This is an optimization exercise on Yosys and OpenROAD, whose aim is small area, a short achievable clock period and few clock cycles per item, not a production implementation.
In this exercise RTL edits were held to simulation tests only and were not proved equivalent to the original.
Power is estimated from default activity; no workload was simulated.

Setup of the reference run:
Design int_float_compare_bitmask_packer, start of the top module:
module int_float_compare_bitmask_packer (
   input  logic        clock,
   input  logic        reset,
   input  logic        req_valid,
   output logic        req_ready,
   input  logic [63:0] req_int_elem,
   input  logic [63:0] req_float_bits,
   input  logic        req_last_item,
   output logic        rsp_valid,
   input  logic        rsp_ready,
   output logic [63:0] rsp_mask_word,
   output logic [6:0]  rsp_valid_bits,
   output logic        rsp_final_word,
   input  logic        csr_valid,
   output logic        csr_ready,
   input  logic [1:0]  csr_index,
   input  logic [63:0] csr_data
);
   ifcb_pkg::cfg_type cfg_ff, cfg_in;
   ifcb_pkg::sa_type  sa_d, sa_ff;
   ifcb_pkg::sb_type  sb_d, sb_ff;
   logic              va_ff, va_in;
   logic              vb_ff;
   logic              la_ff;
   logic              lb_ff;
   logic              rdy_ff, rdy_in;
   logic              hit;
   logic [1:0]        queued_ff;
   logic [1:0]        owed;
   logic              absorb;
   assign csr_ready = 1'b1;
   always_comb begin
      cfg_in = cfg_ff;
      if (csr_valid) begin
         unique case (csr_index)
            ifcb_pkg::REG_WIDTH: cfg_in.width_code  = csr_data[1:0];
            ifcb_pkg::REG_ORDER: cfg_in.int_on_left = csr_data[0];
  ...
Size in the first run: about 2000 cells after synthesis, ~270 flip-flops, about 280 I/O pins, about 18000 um^2 of cells after synthesis.
==> module ifcb_step_a, before the edit <==
module ifcb_step_a (
   input  logic [63:0]     int_elem,
   input  logic [63:0]     float_bits,
   output ifcb_pkg::sa_type o
);
   logic [10:0] ef;
   logic [51:0] m;
   always_comb begin
      o.xr       = int_elem;
      ef         = float_bits[62:52];
      m          = float_bits[51:0];
      o.c.sf     = float_bits[63];
      o.c.mzero  = (m == 52'd0);
      o.c.m0     = m[0];
      o.c.fnan   = (ef == 11'h7ff) && !o.c.mzero;
      o.c.fzero  = (ef == 11'd0) && o.c.mzero;
      o.c.fsml   = !ef[10];
      o.c.fone   = (ef == 11'd1023);
      o.c.fbig   = (ef >= 11'd1087);
      o.c.e53    = (ef >= 11'd1076);
      o.c.k      = 4'(ef - 11'd1076);
      o.sa = ~ef[5:0];
      o.v  = {1'b1, m, 12'd0};
      o.st = 1'b0;
      for (int l = 5; l > 5 - ifcb_pkg::ALEV; l--) begin
         if (o.sa[l]) begin
            o.st = o.st | (|(o.v & ((65'd1 << (1 << l)) - 65'd1)));
            o.v  = o.v >> (1 << l);
         end
      end
   end
endmodule
==> module ifcb_step_b, before the edit <==
module ifcb_step_b (
   input  ifcb_pkg::sa_type i,
   input  logic [1:0]      width_code,
   output ifcb_pkg::sb_type o
);
   logic [64:0] v;
   logic        st;
   logic        s;
   logic [63:0] x;
   logic [63:0] xs;
   logic [63:0] g;
   logic [63:0] pp;
   logic [63:0] gg;
   logic [11:0] c;
   logic [10:0] lg;
   logic [10:0] lp;
   logic [63:0] tg;
   logic [63:0] tp;
   logic [63:12] tz;
   logic [63:12] to;
   logic [10:0] rl;
   logic        xzero;
   logic        xone;
   logic        cl, ce, cg;
   always_comb begin
      v  = i.v;
      st = i.st;
      for (int l = 5 - ifcb_pkg::ALEV; l >= 0; l--) begin
         if (i.sa[l]) begin
            st = st | (|(v & ((65'd1 << (1 << l)) - 65'd1)));
            v  = v >> (1 << l);
         end
      end
      g       = v[63:0];
      o.fz    = st;
      o.e53   = i.c.e53;
      o.k     = i.c.k;
      o.mzero = i.c.mzero;
      o.m0    = i.c.m0;
      unique case (width_code)
         ifcb_pkg::W8:  x = {{56{i.xr[7]}}, i.xr[7:0]};
         ifcb_pkg::W16: x = {{48{i.xr[15]}}, i.xr[15:0]};
         ifcb_pkg::W32: x = {{32{i.xr[31]}}, i.xr[31:0]};
         default:       x = i.xr;
      endcase
      s       = x[63];
      xs      = x ^ {64{!s}};
      o.s     = s;
      xzero   = !s && (&xs);
      xone    = (&xs[63:1]) && (s == xs[0]);
      pp      = g ^ xs;
      gg      = g & xs;
      lg    = gg[10:0];
      lp    = pp[10:0];
      lg[0] = gg[0] | (pp[0] & !s);
      for (int lv = 0; lv < 4; lv++) begin
         for (int b = 0; b < 11; b++) begin
            if (((b >> lv) & 1) == 1) begin
               int src;
               src = ((b >> lv) << lv) - 1;
               lg[b] = lg[b] | (lp[b] & lg[src]);
               lp[b] = lp[b] & lp[src];
            end
         end
      end
      c[0] = !s;
      for (int b = 0; b < 11; b++)
         c[b+1] = lg[b];
      rl    = pp[10:0] ^ c[10:0];
      o.c11 = c[11];
      for (int b = 0; b < 64; b++) begin
         tg[b] = (b >= 11 && b < 64) ? gg[b] : 1'b0;
         tp[b] = (b >= 11 && b < 64) ? pp[b] : 1'b1;
      end
      for (int w = 1; w < 64; w = w * 2) begin
         for (int b = 0; b < 64; b += 2 * w) begin
            tg[b] = tg[b + w] | (tp[b + w] & tg[b]);
            tp[b] = tp[b + w] & tp[b];
         end
      end
      o.gh = tg[0];
      o.ph = tp[0];
      o.p11 = pp[11];
      for (int b = 12; b < 64; b++) begin
         tz[b] = (pp[b] == (gg[b-1] | pp[b-1]));
         to[b] = (pp[b] != gg[b-1]);
      end
      o.zall = (&tz[63:12]) && (gg[63] | pp[63]);
      o.oall = (&to[63:12]) && !gg[63];
      o.rl = rl;
      cl = 1'b0;
      ce = 1'b0;
      cg = 1'b0;
      if (i.c.fbig)
         cl = 1'b1;
      else if (i.c.fone) begin
         if (xzero) cl = 1'b1;
         else if (xone) begin
            if (i.c.mzero) ce = 1'b1;
            else cl = 1'b1;
         end else cg = 1'b1;
      end else begin
         if (!xzero) cg = 1'b1;
         else if (i.c.fzero) ce = 1'b1;
         else cl = 1'b1;
      end
      o.fixed = i.c.fnan || (s != i.c.sf) || i.c.fbig || i.c.fsml;
      if (i.c.fnan) begin
         o.flt = 1'b0; o.feq = 1'b0; o.fgt = 1'b0;
      end else if (xzero && i.c.fzero) begin
         o.flt = 1'b0; o.feq = 1'b1; o.fgt = 1'b0;
      end else if (s != i.c.sf) begin
         o.flt = s; o.feq = 1'b0; o.fgt = !s;
      end else if (!s) begin
         o.flt = cl; o.feq = ce; o.fgt = cg;
      end else begin
         o.flt = cg; o.feq = ce; o.fgt = cl;
      end
   end
endmodule
Settings: LEC_CHECK=0, CAP_MARGIN=20, CORE_MARGIN=2, CORE_UTILIZATION=55, CTS_CLUSTER_DIAMETER=100, CTS_CLUSTER_SIZE=30, SLEW_MARGIN=20; clock period 13.0 ns.
standard.sh (not shown) runs the stock make flow with config.mk's settings and CLKGATE_MAP_FILE= SYNTH_SCRIPT=/design/flow/synth_recipe.tcl, a recipe that flattens the netlist after the stock synthesis.
==> flow/flow/run.sh <==
#!/bin/bash
set -euo pipefail
bash standard.sh SETUP_SLACK_MARGIN=9.1 ADDER_MAP_FILE= \
   "BUFFER_PORTS_ARGS=-buffer_cell sky130_fd_sc_hd__buf_1" finish > standard.log 2>&1
Testbench counts of the reference run, summed over its fixed seeds: cycles 16,396, items 16,012.
For the trial run, these inputs were changed with respect to the reference run:
--- a/flow/design.v
+++ b/flow/design.v
@@ -32,7 +32,10 @@
       logic [64:0] v;       
       logic [5:0]  sa;      
       logic        st;      
-      fcls_type    c;
+      logic [4:0]  eh;      
+      logic        sf;      
+      logic        mzero;   
+      logic        m0;      
    } sa_type;
    typedef struct packed {
       logic        fixed;   
@@ -65,16 +68,10 @@
       o.xr       = int_elem;
       ef         = float_bits[62:52];
       m          = float_bits[51:0];
-      o.c.sf     = float_bits[63];
-      o.c.mzero  = (m == 52'd0);
-      o.c.m0     = m[0];
-      o.c.fnan   = (ef == 11'h7ff) && !o.c.mzero;
-      o.c.fzero  = (ef == 11'd0) && o.c.mzero;
-      o.c.fsml   = !ef[10];
-      o.c.fone   = (ef == 11'd1023);
-      o.c.fbig   = (ef >= 11'd1087);
-      o.c.e53    = (ef >= 11'd1076);
-      o.c.k      = 4'(ef - 11'd1076);
+      o.sf       = float_bits[63];
+      o.mzero    = (m == 52'd0);
+      o.m0       = m[0];
+      o.eh       = ef[10:6];
       o.sa = ~ef[5:0];
       o.v  = {1'b1, m, 12'd0};
       o.st = 1'b0;
@@ -91,6 +88,8 @@
    input  logic [1:0]      width_code,
    output ifcb_pkg::sb_type o
 );
+   logic [10:0] ef;
+   ifcb_pkg::fcls_type fc;
    logic [64:0] v;
    logic        st;
    logic        s;
@@ -111,6 +110,17 @@
    logic        xone;
    logic        cl, ce, cg;
    always_comb begin
+      ef        = {i.eh, ~i.sa};
+      fc.sf     = i.sf;
+      fc.mzero  = i.mzero;
+      fc.m0     = i.m0;
+      fc.fnan   = (ef == 11'h7ff) && !i.mzero;
+      fc.fzero  = (ef == 11'd0) && i.mzero;
+      fc.fsml   = !ef[10];
+      fc.fone   = (ef == 11'd1023);
+      fc.fbig   = (ef >= 11'd1087);
+      fc.e53    = (ef >= 11'd1076);
+      fc.k      = 4'(ef - 11'd1076);
       v  = i.v;
       st = i.st;
       for (int l = 5 - ifcb_pkg::ALEV; l >= 0; l--) begin
@@ -121,10 +131,10 @@
       end
       g       = v[63:0];
       o.fz    = st;
-      o.e53   = i.c.e53;
-      o.k     = i.c.k;
-      o.mzero = i.c.mzero;
-      o.m0    = i.c.m0;
+      o.e53   = fc.e53;
+      o.k     = fc.k;
+      o.mzero = fc.mzero;
+      o.m0    = fc.m0;
       unique case (width_code)
          ifcb_pkg::W8:  x = {{56{i.xr[7]}}, i.xr[7:0]};
          ifcb_pkg::W16: x = {{48{i.xr[15]}}, i.xr[15:0]};
@@ -179,25 +189,25 @@
       cl = 1'b0;
       ce = 1'b0;
       cg = 1'b0;
-      if (i.c.fbig)
+      if (fc.fbig)
          cl = 1'b1;
-      else if (i.c.fone) begin
+      else if (fc.fone) begin
          if (xzero) cl = 1'b1;
          else if (xone) begin
-            if (i.c.mzero) ce = 1'b1;
+            if (fc.mzero) ce = 1'b1;
             else cl = 1'b1;
          end else cg = 1'b1;
       end else begin
          if (!xzero) cg = 1'b1;
-         else if (i.c.fzero) ce = 1'b1;
+         else if (fc.fzero) ce = 1'b1;
          else cl = 1'b1;
       end
-      o.fixed = i.c.fnan || (s != i.c.sf) || i.c.fbig || i.c.fsml;
-      if (i.c.fnan) begin
+      o.fixed = fc.fnan || (s != fc.sf) || fc.fbig || fc.fsml;
+      if (fc.fnan) begin
          o.flt = 1'b0; o.feq = 1'b0; o.fgt = 1'b0;
-      end else if (xzero && i.c.fzero) begin
+      end else if (xzero && fc.fzero) begin
          o.flt = 1'b0; o.feq = 1'b1; o.fgt = 1'b0;
-      end else if (s != i.c.sf) begin
+      end else if (s != fc.sf) begin
          o.flt = s; o.feq = 1'b0; o.fgt = !s;
       end else if (!s) begin
          o.flt = cl; o.feq = ce; o.fgt = cg;
==> summary.txt <==
The trial run | stages: all done | timing, DRC, antenna: all pass
rsp_valid_bits[3] as the capture point of the critical path was reported by the reference run, and sb_ff[12] by the trial run.
Lower area fraction in compound gates after synthesis was reported by the reference run, not the trial run.
Flip-flop and latch count was lower in the run labelled the trial run.
Summary of the trial run over the reference run: utilization after layout has decreased; routed wire length has decreased; total via count after detailed routing has remained practically unchanged; average cell area after synthesis has decreased.
The higher combinational cell fraction of total power came out of the reference run.
| required time of the critical path | the trial run vs the reference run | 2.99 ns higher |
Testbench counts of the trial run, summed over its fixed seeds: cycles 16,396, items 16,012.

-- what the ideal ports hide --
No port has a modelled driver above. Below, the same layouts with a new extraction and two added sets of constraints. Step 1: set_driving_cell puts a clkbuf_16 on clock and a buf_2 on each other input, an assumption about the parent block. Step 2 adds t to the input delays and takes it off the output delays; t is the mean of the earliest and latest rising clock arrival at the registers after step 1. Input paths then give back, and output paths get back, about the clock's delay inside the block. Slacks: ideal ports / drivers / drivers and shift; pairs: ideal ports / drivers.
| run | t, ns | slack for setup (ns) | hold WS [ns] | slew at the worst register clock pin (ns) | worst data-port slew with drivers (ns) |
|---|---|---|---|---|---|
| the reference run | 0.552 | 9.190 / 9.139 / 8.687 | 0.333 / 0.333 / 0.333 | 0.12 / 0.12 | 0.06 |
| the trial run | 0.558 | 9.048 / 9.048 / 8.681 | 0.344 / 0.344 / 0.344 | 0.11 / 0.11 | 0.08 |
After both steps every run listed still meets setup and hold. For the reference run, which loses most, drivers alone change the setup slack by -0.051 ns; drivers and shift together by -0.503 ns.
